Source: an optimization exercise on an open RTL-to-GDS flow (aim: small area, a short achievable clock period and few clock cycles per item). Production flows keep margins and buffers that such runs may drop.
In this exercise RTL edits were held to simulation tests only and were not proved equivalent to the original.
Power is estimated from default activity; no workload was simulated.

--- flow/design.v ---
package alllm_pkg;
    localparam int TYPE_W   = 2;
    localparam int IDX_W    = 8;
    localparam int ITEM_W   = 32;
    localparam int STATUS_W = 2;
    localparam int COUNT_W  = 8;
    typedef enum logic [TYPE_W-1:0] {
        REQ_INS_AFTER  = 2'd0,
        REQ_INS_BEFORE = 2'd1,
        REQ_INS_FRONT  = 2'd2,
        REQ_DELETE     = 2'd3
    } req_kind_t;
    typedef enum logic [STATUS_W-1:0] {
        ST_OK       = 2'd0,
        ST_BAD_SLOT = 2'd1,
        ST_FULL     = 2'd2
    } status_t;
    typedef enum logic [2:0] {
        S_CLEAR,
        S_IDLE,
        S_LOOK,
        S_STEP2,
        S_STEP3,
        S_FIN
    } ctrl_state_t;
    typedef struct packed {
        logic next_we;
        logic prev_we;
        logic used_we;
        logic value_we;
    } link_we_t;
    typedef struct packed {
        status_t            status;
        logic [IDX_W-1:0]   used_slot;
        logic [IDX_W-1:0]   head_slot;
        logic [IDX_W-1:0]   tail_slot;
        logic [COUNT_W-1:0] element_count;
    } result_t;
endpackage
module alllm_link_ram #(
    parameter int SLOT_COUNT  = 256,
    parameter int VALUE_WIDTH = 32,
    localparam int AW         = $clog2(SLOT_COUNT)
) (
    input  logic                   clk,
    input  alllm_pkg::link_we_t    we,
    input  logic [AW-1:0]          wr_addr,
    input  logic [AW-1:0]          wr_next,
    input  logic [AW-1:0]          wr_prev,
    input  logic                   wr_used,
    input  logic [VALUE_WIDTH-1:0] wr_value,
    input  logic                   rd_en,
    input  logic [AW-1:0]          rd_addr,
    output logic [AW-1:0]          rd_next,
    output logic [AW-1:0]          rd_prev,
    output logic                   rd_used
);
    logic [AW-1:0]          next_mem  [SLOT_COUNT];
    logic [AW-1:0]          prev_mem  [SLOT_COUNT];
    logic                   used_mem  [SLOT_COUNT];
    logic [VALUE_WIDTH-1:0] value_mem [SLOT_COUNT];
    logic [AW-1:0] rd_next_reg;
    logic [AW-1:0] rd_prev_reg;
    logic          rd_used_reg;
    always_ff @(posedge clk)
    begin
        if (we.next_we)
        begin
            next_mem[wr_addr] <= wr_next;
        end
        if (we.prev_we)
        begin
            prev_mem[wr_addr] <= wr_prev;
        end
        if (we.used_we)
        begin
            used_mem[wr_addr] <= wr_used;
        end
        if (we.value_we)
        begin
            value_mem[wr_addr] <= wr_value;
        end
    end
    always_ff @(posedge clk)
    begin
        if (rd_en)
        begin
            rd_next_reg <= next_mem[rd_addr];
            rd_prev_reg <= prev_mem[rd_addr];
            rd_used_reg <= used_mem[rd_addr];
        end
    end
    assign rd_next = rd_next_reg;
    assign rd_prev = rd_prev_reg;
    assign rd_used = rd_used_reg;
endmodule
module alllm_ctrl #(
    parameter int SLOT_COUNT  = 256,
    parameter int VALUE_WIDTH = 32,
    localparam int SW         = $clog2(SLOT_COUNT)
) (
    input  logic                   clk,
    input  logic                   rst_n,
    input  logic                   req_valid,
    output logic                   req_ready,
    input  logic [alllm_pkg::TYPE_W-1:0] req_type,
    input  logic [alllm_pkg::IDX_W-1:0]  req_slot_index,
    input  logic signed [alllm_pkg::ITEM_W-1:0] req_item_value,
    input  logic                   out_free,
    output logic                   res_load,
    output alllm_pkg::result_t     result,
    output alllm_pkg::link_we_t    we,
    output logic [SW-1:0]          wr_addr,
    output logic [SW-1:0]          wr_next,
    output logic [SW-1:0]          wr_prev,
    output logic                   wr_used,
    output logic [VALUE_WIDTH-1:0] wr_value,
    output logic                   rd_en,
    output logic [SW-1:0]          rd_addr,
    input  logic [SW-1:0]          rd_next,
    input  logic [SW-1:0]          rd_prev,
    input  logic                   rd_used
);
    localparam logic [SW-1:0] SENTINEL  = '0;
    localparam logic [SW-1:0] LAST_SLOT = SW'(SLOT_COUNT - 1);
    alllm_pkg::ctrl_state_t state_reg, state_next;
    logic [SW-1:0]          clr_reg,   clr_next;
    logic [SW-1:0]          head_reg,  head_next;
    logic [SW-1:0]          tail_reg,  tail_next;
    logic [SW-1:0]          free_reg,  free_next;
    logic [SW-1:0]          count_reg, count_next;
    alllm_pkg::req_kind_t              kind_reg,  kind_next;
    logic [SW-1:0]          slot_reg,  slot_next;
    logic                   range_reg, range_next;
    logic [VALUE_WIDTH-1:0] value_reg, value_next;
    logic [SW-1:0]          left_reg,  left_next;
    logic [SW-1:0]          right_reg, right_next;
    logic [SW-1:0]          fslot_reg, fslot_next;
    alllm_pkg::status_t                status_reg, status_next;
    logic [SW-1:0]          used_reg,  used_next;
    logic        accept;
    logic        in_range;
    logic        is_del;
    logic        anchor_ok;
    alllm_pkg::status_t     look_status;
    logic [SW-1:0] ins_left;
    logic [SW-1:0] ins_right;
    assign accept   = req_valid && req_ready;
    assign in_range = (32'(req_slot_index) < SLOT_COUNT);
    assign is_del   = (kind_reg == alllm_pkg::REQ_DELETE);
    always_comb
    begin
        anchor_ok = range_reg && ((slot_reg == SENTINEL) ? !is_del : rd_used);
        if (!anchor_ok)
        begin
            look_status = alllm_pkg::ST_BAD_SLOT;
        end
        else if (!is_del && (free_reg == SENTINEL))
        begin
            look_status = alllm_pkg::ST_FULL;
        end
        else
        begin
            look_status = alllm_pkg::ST_OK;
        end
        case (kind_reg)
            alllm_pkg::REQ_INS_AFTER:
            begin
                ins_left  = slot_reg;
                ins_right = (slot_reg == SENTINEL) ? head_reg : rd_next;
            end
            alllm_pkg::REQ_INS_BEFORE:
            begin
                ins_left  = (slot_reg == SENTINEL) ? tail_reg : rd_prev;
                ins_right = slot_reg;
            end
            alllm_pkg::REQ_INS_FRONT:
            begin
                ins_left  = SENTINEL;
                ins_right = head_reg;
            end
            default:
            begin
                ins_left  = rd_prev;
                ins_right = rd_next;
            end
        endcase
    end
    always_comb
    begin
        state_next = state_reg;
        case (state_reg)
            alllm_pkg::S_CLEAR:
            begin
                if (clr_reg == LAST_SLOT)
                begin
                    state_next = alllm_pkg::S_IDLE;
                end
            end
            alllm_pkg::S_IDLE:
            begin
                if (accept)
                begin
                    state_next = alllm_pkg::S_LOOK;
                end
            end
            alllm_pkg::S_LOOK:
            begin
                state_next = (look_status == alllm_pkg::ST_OK) ? alllm_pkg::S_STEP2 : alllm_pkg::S_FIN;
            end
            alllm_pkg::S_STEP2:
            begin
                state_next = alllm_pkg::S_STEP3;
            end
            alllm_pkg::S_STEP3:
            begin
                state_next = alllm_pkg::S_FIN;
            end
            alllm_pkg::S_FIN:
            begin
                if (out_free)
                begin
                    state_next = accept ? alllm_pkg::S_LOOK : alllm_pkg::S_IDLE;
                end
            end
            default:
            begin
                state_next = alllm_pkg::S_IDLE;
            end
        endcase
    end
    always_comb
    begin
        req_ready = 1'b0;
        res_load  = 1'b0;
        rd_en     = 1'b0;
        rd_addr   = SW'(req_slot_index);
        we        = '0;
        wr_addr   = slot_reg;
        wr_next   = '0;
        wr_prev   = '0;
        wr_used   = 1'b0;
        wr_value  = value_reg;
        case (state_reg)
            alllm_pkg::S_CLEAR:
            begin
                we.next_we = 1'b1;
                we.prev_we = 1'b1;
                we.used_we = 1'b1;
                wr_addr    = clr_reg;
                wr_next    = ((clr_reg == SENTINEL) || (clr_reg == LAST_SLOT))
                             ? SENTINEL : clr_reg + SW'(1);
            end
            alllm_pkg::S_IDLE:
            begin
                req_ready = 1'b1;
                rd_en     = req_valid && in_range;
            end
            alllm_pkg::S_LOOK:
            begin
                if (look_status == alllm_pkg::ST_OK)
                begin
                    if (is_del)
                    begin
                        we.next_we = 1'b1;
                        we.prev_we = 1'b1;
                        we.used_we = 1'b1;
                        wr_addr    = slot_reg;
                        wr_next    = free_reg;
                    end
                    else
                    begin
                        rd_en   = 1'b1;
                        rd_addr = free_reg;
                        if (ins_left != SENTINEL)
                        begin
                            we.next_we = 1'b1;
                            wr_addr    = ins_left;
                            wr_next    = free_reg;
                        end
                    end
                end
            end
            alllm_pkg::S_STEP2:
            begin
                if (is_del)
                begin
                    if (left_reg != SENTINEL)
                    begin
                        we.next_we = 1'b1;
                        wr_addr    = left_reg;
                        wr_next    = right_reg;
                    end
                end
                else
                begin
                    we.next_we  = 1'b1;
                    we.prev_we  = 1'b1;
                    we.used_we  = 1'b1;
                    we.value_we = 1'b1;
                    wr_addr     = fslot_reg;
                    wr_next     = right_reg;
                    wr_prev     = left_reg;
                    wr_used     = 1'b1;
                end
            end
            alllm_pkg::S_STEP3:
            begin
                if (right_reg != SENTINEL)
                begin
                    we.prev_we = 1'b1;
                    wr_addr    = right_reg;
                    wr_prev    = is_del ? left_reg : fslot_reg;
                end
            end
            alllm_pkg::S_FIN:
            begin
                req_ready = out_free;
                res_load  = out_free;
                rd_en     = out_free && req_valid && in_range;
            end
            default:
            begin
                req_ready = 1'b0;
            end
        endcase
    end
    always_comb
    begin
        clr_next    = clr_reg;
        head_next   = head_reg;
        tail_next   = tail_reg;
        free_next   = free_reg;
        count_next  = count_reg;
        kind_next   = kind_reg;
        slot_next   = slot_reg;
        range_next  = range_reg;
        value_next  = value_reg;
        left_next   = left_reg;
        right_next  = right_reg;
        fslot_next  = fslot_reg;
        status_next = status_reg;
        used_next   = used_reg;
        if (accept)
        begin
            kind_next  = alllm_pkg::req_kind_t'(req_type);
            slot_next  = SW'(req_slot_index);
            range_next = in_range;
            value_next = VALUE_WIDTH'($unsigned(req_item_value));
        end
        case (state_reg)
            alllm_pkg::S_CLEAR:
            begin
                clr_next = clr_reg + SW'(1);
            end
            alllm_pkg::S_LOOK:
            begin
                status_next = look_status;
                used_next   = SENTINEL;
                left_next   = ins_left;
                right_next  = ins_right;
                if (look_status == alllm_pkg::ST_OK)
                begin
                    if (is_del)
                    begin
                        free_next  = slot_reg;
                        count_next = count_reg - SW'(1);
                        used_next  = slot_reg;
                    end
                    else
                    begin
                        fslot_next = free_reg;
                        used_next  = free_reg;
                        if (ins_left == SENTINEL)
                        begin
                            head_next = free_reg;
                        end
                    end
                end
            end
            alllm_pkg::S_STEP2:
            begin
                if (is_del)
                begin
                    if (left_reg == SENTINEL)
                    begin
                        head_next = right_reg;
                    end
                end
                else
                begin
                    free_next = rd_next;
                end
            end
            alllm_pkg::S_STEP3:
            begin
                if (right_reg == SENTINEL)
                begin
                    tail_next = is_del ? left_reg : fslot_reg;
                end
                if (!is_del)
                begin
                    count_next = count_reg + SW'(1);
                end
            end
            default:
            begin
                clr_next = clr_reg;
            end
        endcase
    end
    always_ff @(posedge clk or negedge rst_n)
    begin
        if (!rst_n)
        begin
            state_reg <= alllm_pkg::S_CLEAR;
            clr_reg   <= '0;
            head_reg  <= '0;
            tail_reg  <= '0;
            free_reg  <= SW'(1);
            count_reg <= '0;
        end
        else
        begin
            state_reg <= state_next;
            clr_reg   <= clr_next;
            head_reg  <= head_next;
            tail_reg  <= tail_next;
            free_reg  <= free_next;
            count_reg <= count_next;
        end
    end
    always_ff @(posedge clk)
    begin
        kind_reg   <= kind_next;
        slot_reg   <= slot_next;
        range_reg  <= range_next;
        value_reg  <= value_next;
        left_reg   <= left_next;
        right_reg  <= right_next;
        fslot_reg  <= fslot_next;
        status_reg <= status_next;
        used_reg   <= used_next;
    end
    assign result.status        = status_reg;
    assign result.used_slot     = alllm_pkg::IDX_W'(used_reg);
    assign result.head_slot     = alllm_pkg::IDX_W'(head_reg);
    assign result.tail_slot     = alllm_pkg::IDX_W'(tail_reg);
    assign result.element_count = alllm_pkg::COUNT_W'(count_reg);
endmodule
module array_linked_list_manager_core #(
    parameter int SLOT_COUNT  = 256,
    parameter int VALUE_WIDTH = 32
) (
    input  logic        clk,
    input  logic        rst_n,
    input  logic                                req_valid,
    output logic                                req_ready,
    input  logic [alllm_pkg::TYPE_W-1:0]        req_type,
    input  logic [alllm_pkg::IDX_W-1:0]         req_slot_index,
    input  logic signed [alllm_pkg::ITEM_W-1:0] req_item_value,
    output logic                                res_valid,
    input  logic                                res_ready,
    output logic [alllm_pkg::STATUS_W-1:0]      res_status,
    output logic [alllm_pkg::IDX_W-1:0]         res_used_slot,
    output logic [alllm_pkg::IDX_W-1:0]         res_head_slot,
    output logic [alllm_pkg::IDX_W-1:0]         res_tail_slot,
    output logic [alllm_pkg::COUNT_W-1:0]       res_element_count
);
    localparam int SW = $clog2(SLOT_COUNT);
    alllm_pkg::link_we_t               we;
    logic [SW-1:0]          wr_addr;
    logic [SW-1:0]          wr_next;
    logic [SW-1:0]          wr_prev;
    logic                   wr_used;
    logic [VALUE_WIDTH-1:0] wr_value;
    logic                   rd_en;
    logic [SW-1:0]          rd_addr;
    logic [SW-1:0]          rd_next;
    logic [SW-1:0]          rd_prev;
    logic                   rd_used;
    logic    out_free;
    logic    res_load;
    alllm_pkg::result_t result;
    logic    res_valid_reg, res_valid_next;
    alllm_pkg::result_t res_data_reg;
    alllm_ctrl #(
        .SLOT_COUNT  (SLOT_COUNT),
        .VALUE_WIDTH (VALUE_WIDTH)
    ) u_ctrl (
        .clk      (clk),
        .rst_n    (rst_n),
        .req_valid      (req_valid),
        .req_ready      (req_ready),
        .req_type       (req_type),
        .req_slot_index (req_slot_index),
        .req_item_value (req_item_value),
        .out_free (out_free),
        .res_load (res_load),
        .result   (result),
        .we       (we),
        .wr_addr  (wr_addr),
        .wr_next  (wr_next),
        .wr_prev  (wr_prev),
        .wr_used  (wr_used),
        .wr_value (wr_value),
        .rd_en    (rd_en),
        .rd_addr  (rd_addr),
        .rd_next  (rd_next),
        .rd_prev  (rd_prev),
        .rd_used  (rd_used)
    );
    alllm_link_ram #(
        .SLOT_COUNT  (SLOT_COUNT),
        .VALUE_WIDTH (VALUE_WIDTH)
    ) u_link_ram (
        .clk      (clk),
        .we       (we),
        .wr_addr  (wr_addr),
        .wr_next  (wr_next),
        .wr_prev  (wr_prev),
        .wr_used  (wr_used),
        .wr_value (wr_value),
        .rd_en    (rd_en),
        .rd_addr  (rd_addr),
        .rd_next  (rd_next),
        .rd_prev  (rd_prev),
        .rd_used  (rd_used)
    );
    assign out_free = !res_valid_reg || res_ready;
    always_comb
    begin
        if (res_load)
        begin
            res_valid_next = 1'b1;
        end
        else if (res_ready)
        begin
            res_valid_next = 1'b0;
        end
        else
        begin
            res_valid_next = res_valid_reg;
        end
    end
    always_ff @(posedge clk or negedge rst_n)
    begin
        if (!rst_n)
        begin
            res_valid_reg <= 1'b0;
        end
        else
        begin
            res_valid_reg <= res_valid_next;
        end
    end
    always_ff @(posedge clk)
    begin
        if (res_load)
        begin
            res_data_reg <= result;
        end
    end
    assign res_valid         = res_valid_reg;
    assign res_status        = res_data_reg.status;
    assign res_used_slot     = res_data_reg.used_slot;
    assign res_head_slot     = res_data_reg.head_slot;
    assign res_tail_slot     = res_data_reg.tail_slot;
    assign res_element_count = res_data_reg.element_count;
endmodule
--- flow/run.sh ---
#!/bin/bash
# synth_recipe.tcl (not shown) runs the flow's synth.tcl, then flattens the netlist and writes it again
# the make line also repeats each setting of config.mk as NAME=value (left out here)
make -C /OpenROAD-flow-scripts/flow DESIGN_CONFIG=/design/flow/config.mk WORK_HOME=/design/flow/orfs CLKGATE_MAP_FILE= SYNTH_SCRIPT=/design/flow/synth_recipe.tcl finish
--- flow/config.mk ---
export PLATFORM = sky130hd
export DESIGN_NAME = array_linked_list_manager_core
export DESIGN_NICKNAME = array_linked_list_manager_core
export VERILOG_FILES = /design/flow/design.v
export SDC_FILE = /design/flow/constraint.sdc
export NUM_CORES = 4
export LEC_CHECK = 0
export CAP_MARGIN = 20
export CORE_MARGIN = 2
export CORE_UTILIZATION = 45
export SLEW_MARGIN = 20
--- flow/constraint.sdc ---
create_clock -name core_clock -period 10.0 [get_ports {clk}]
set_input_delay 2.0000 -clock core_clock [delete_from_list [all_inputs] [get_ports {clk}]]
set_output_delay 2.0000 -clock core_clock [all_outputs]
set_load 0.01 [all_outputs]
==> out/results.ini <==
[timing]
tightest_slew_ns = 1.27
skew_ns = 0.0898
finalCritPeriodShare_pct = 71.3
finalHoldViolations = 0
layout_min_cycle_time_ns = 7.13
fmax_mhz = 140
rsz0062_at_grt = no
finalSetupViolations = 0
drv_slew = 0
slew-limit-headroom_pct = 15.2
finalSetupTns_ns = 0

[power]
powerDensity_mw_per_mm2 = 259
power_frac_seq_pct = 46.4
switching_share_pct = 31.3
combPwrFrac_pct = 20.9
power_switching_mw = 16.2
internal_power_mw = 35.4
vdd_drop_max_uv = 343
power.total_mw = 51.5
pwr-share-clk_pct = 32.7
leakagePower_nw = 65.9

[global_route]
grt_max_degree = 199
grt_overflow = 0
track_usage_pct = 23.7
antenna_found_initial = 20
grt_pass1_vias = 99151
grt_pass1_wl_um = 695000

[floorplan]
core_area_mm2 = 0.393
die_y_um = 632
dieArea_mm2 = 0.400
io_pins = 82
row_count = 230
fp.dieW_um = 632
initial_core_util_pct = 45.2

[final_layout]
nets = 11440
multi_input_area_mm2 = 0.0400
reg.largest.list = u_link_ram.next_mem (2048), u_link_ram.prev_mem (2048), u_link_ram.used_mem (256)
final_layout_size_suffix_gt1_share_pct = 9.90
area_delta_synth_final_pct = 11.9
fillers = 31904
utilization_pct = 50.6
seqCellArea_mm2 = 0.135
final_cells = 16981

[critical_path]
worstPathRequired_ns = 10.71
worstPathMaxFanout = 51
start_kind = flip-flop
crit_type = reg2reg
r2r_slack_ns = 2.87
crit_arrival_ns = 7.84
reg2reg_from = u_ctrl.kind_reg[0]
endpoint_kind = flip-flop
reg2reg_depth = 15
reg2reg_to = u_link_ram.rd_next_reg[1]

[yosys]
yosys_most_used_dff = edfxtp_1
ys_ff_latch = 4491
synth.area.top_cells = edfxtp_1 75%, mux2i_1 5.1%, nand2_1 4.0%
yosysTopAreaCell = edfxtp_1
synthTopCellsByCount = 4447 x edfxtp_1, 1896 x nand2_1, 909 x mux2i_1, 873 x nor2_1, 420 x clkbuf_1
async_reset_ff_share_pct = 0.980
synth_area_mm2 = 0.178
synth_top_area_share_pct = 75.2
syn_avg_cell_area_um2 = 15.5
yosysWarnings = 3
post-synth-top-count-cell = edfxtp_1
synth_cells = 11493
seq_area_frac_synth_pct = 75.8
synth_cell_types = 84
synth_fp_nets = 11548
synth_enable_flop_cells = 4447

[place]
dp_hpwl_um = 276000
placedCellCount = 16156
place.gp.congestion = 0.887
port_buffers = 49

[detailed_routing]
wl_per_cell_um = 28.7
drt-pass1-iter-count = 10
drtIter0Drc = 14550
vias_per_cell = 6.08
vias = 103271
drc = 0
drt_wl_total_um = 488000
ant_nets = 0

[clock_tree]
tritoncts = built
ctsHoldBuffers = 0
cts_max_level = 5
clock-root-buffer = clkbuf_16
clkLatencyLatePin_ns = 1.00
cts-resized-gates = 0
clockBufferDepth = 4
numCtsBuffers = 444
cts_post_setup_buffers_inserted = 0
clock-sinks = 4491
clk_pin_slew_ns = 0.06

[hold_path]
hp-start = u_ctrl.used_reg[1]
whs_path_depth = 0
hold_class = reg2reg
min_to = res_data_reg[25]

[status]
status = timing/DRC/antenna clean

[flow_run]
drv_cap = 0

cells by family after synthesis:
kind of cell	Yosys count	synth area share, %
and+or+nand+nor	3365	7.82
buffers and inverters	849	2.07
xor gates and xnor gates	21	0.104
AOI/OAI and AO/OA	1674	6.89
muxes	1084	7.28
DFF	4491	75.8
adders and majority gates	9	0.0676
cell type report:
cell class	instances	area share, %
tap	5220	3.29
sequential	4491	67.7
inverter	24	0.0478
timing repair buffer	271	1.41
clock inverter	285	1.54
multi-input combinational	6153	20.1
antenna	2	0.00252
clock buffer	535	5.86
worst max-delay path by stage:
stage | cells after the start | to | from
2_1_floorplan | 8 | u_link_ram.next_mem[0][1] | u_ctrl.slot_reg[2]
3_3_place_gp | 10 | u_link_ram.rd_next_reg[3] | req_slot_index[1]
3_5_place_dp | 10 | u_link_ram.rd_next_reg[3] | req_slot_index[1]
4_1_cts | 15 | u_link_ram.rd_next_reg[3] | u_ctrl.kind_reg[0]
5_1_grt | 15 | u_link_ram.rd_next_reg[3] | u_ctrl.kind_reg[0]
6_report | 15 | u_link_ram.rd_next_reg[1] | u_ctrl.kind_reg[0]
power groups by stage:
stage	clock network, mW	registers [mW]	logic [mW]
4_1_cts	17.0	23.9	10.6
2_1_floorplan	0	25.3	5.28
3_5_place_dp	0	24.3	10.6
6_report	16.9	23.9	10.8
3_3_place_gp	0	24.3	10.3
5_1_grt	17.8	23.9	11.2
metal layers:
layer	GRT usage, %	vias up	part of all wire (%)
met5	0	-	0.0018
met4	6.82	2	3.0
met3	4.25	769	9.5
met2	37.5	5189	47
met1	33.7	52898	41
li1	-	44413	-
stage by stage:
step	hold WS (ns)	cell area, µm²	worst slack (ns)
2_1_floorplan	0.400	178000	-4.21
3_3_place_gp	0.413	184000	2.29
3_5_place_dp	0.413	184000	2.17
4_1_cts	0.427	199000	3.08
5_1_grt	0.434	199000	2.77
6_report	0.426	199000	2.87
cell usage in the layout, fill, tap and decap left out, types with 44 or more instances in the layout:
master / n
o221ai_1: 96
clkbuf_16: 449
a21oi_1: 337
clkbuf_1: 78
bufinv_16: 57
nor2_1: 870
nor4_1: 54
o21ai_0: 49
a211o_1: 44
a2111oi_0: 48
a32oi_1: 71
buf_4: 170
o22ai_1: 99
clkinv_2: 94
nand2_1: 1875
mux4_2: 165
a211oi_1: 83
a311oi_1: 67
a222oi_1: 157
nand3_1: 263
a31oi_1: 314
a221oi_1: 44
and3_1: 114
nand4_1: 74
edfxtp_1: 4447
buf_12: 48
clkinv_1: 88
mux2i_1: 908
clkdlybuf4s50_1: 48
critical path: stages (launching register included):
cell and delay, ns:
edfxtp_1 0.38, buf_4 0.27, nand2_1 0.12, buf_4 0.41
nand4_1 0.53, nand4_1 0.69, buf_4 0.48, nand2_4 0.49
a21oi_4 0.74, buf_12 0.41, buf_4 0.37, a31oi_1 0.13
and3_1 0.24, o311ai_0 1.01, o22ai_1 0.16, a311o_1 0.31
Testbench counts, summed over its fixed seeds: cycles 65,038, items 16,000.

[static timing again, ports no longer ideal]
How much do the figures lean on ideal ports? The routed layout below was timed once more, with nothing changed but the port constraints.
Step 1 sets driving cells, clkbuf_16 on the clock port and buf_2 on the other inputs (assumed; they add their load-dependent delay and slew).
Step 2 adds t to the input delays and takes it off the output delays; t is the mean of the earliest and latest rising clock arrival at the registers after step 1. Input paths then give back, and output paths get back, about the clock's delay inside the block.
Three values: no drivers, after step 1, after step 2; two values: the first two.
t, ns: 1.063
slack for setup (ns): 2.869 / 2.869 / 2.243
worst hold slack (ns): 0.426 / 0.426 / 0.426
clock arrival spread, ns: 0.094 / 0.095
worst data-port slew with drivers (ns): 0.03
After both steps setup and hold are still met in this run. For this run, drivers alone change the setup slack by 0.000 ns; drivers and shift together by -0.626 ns.
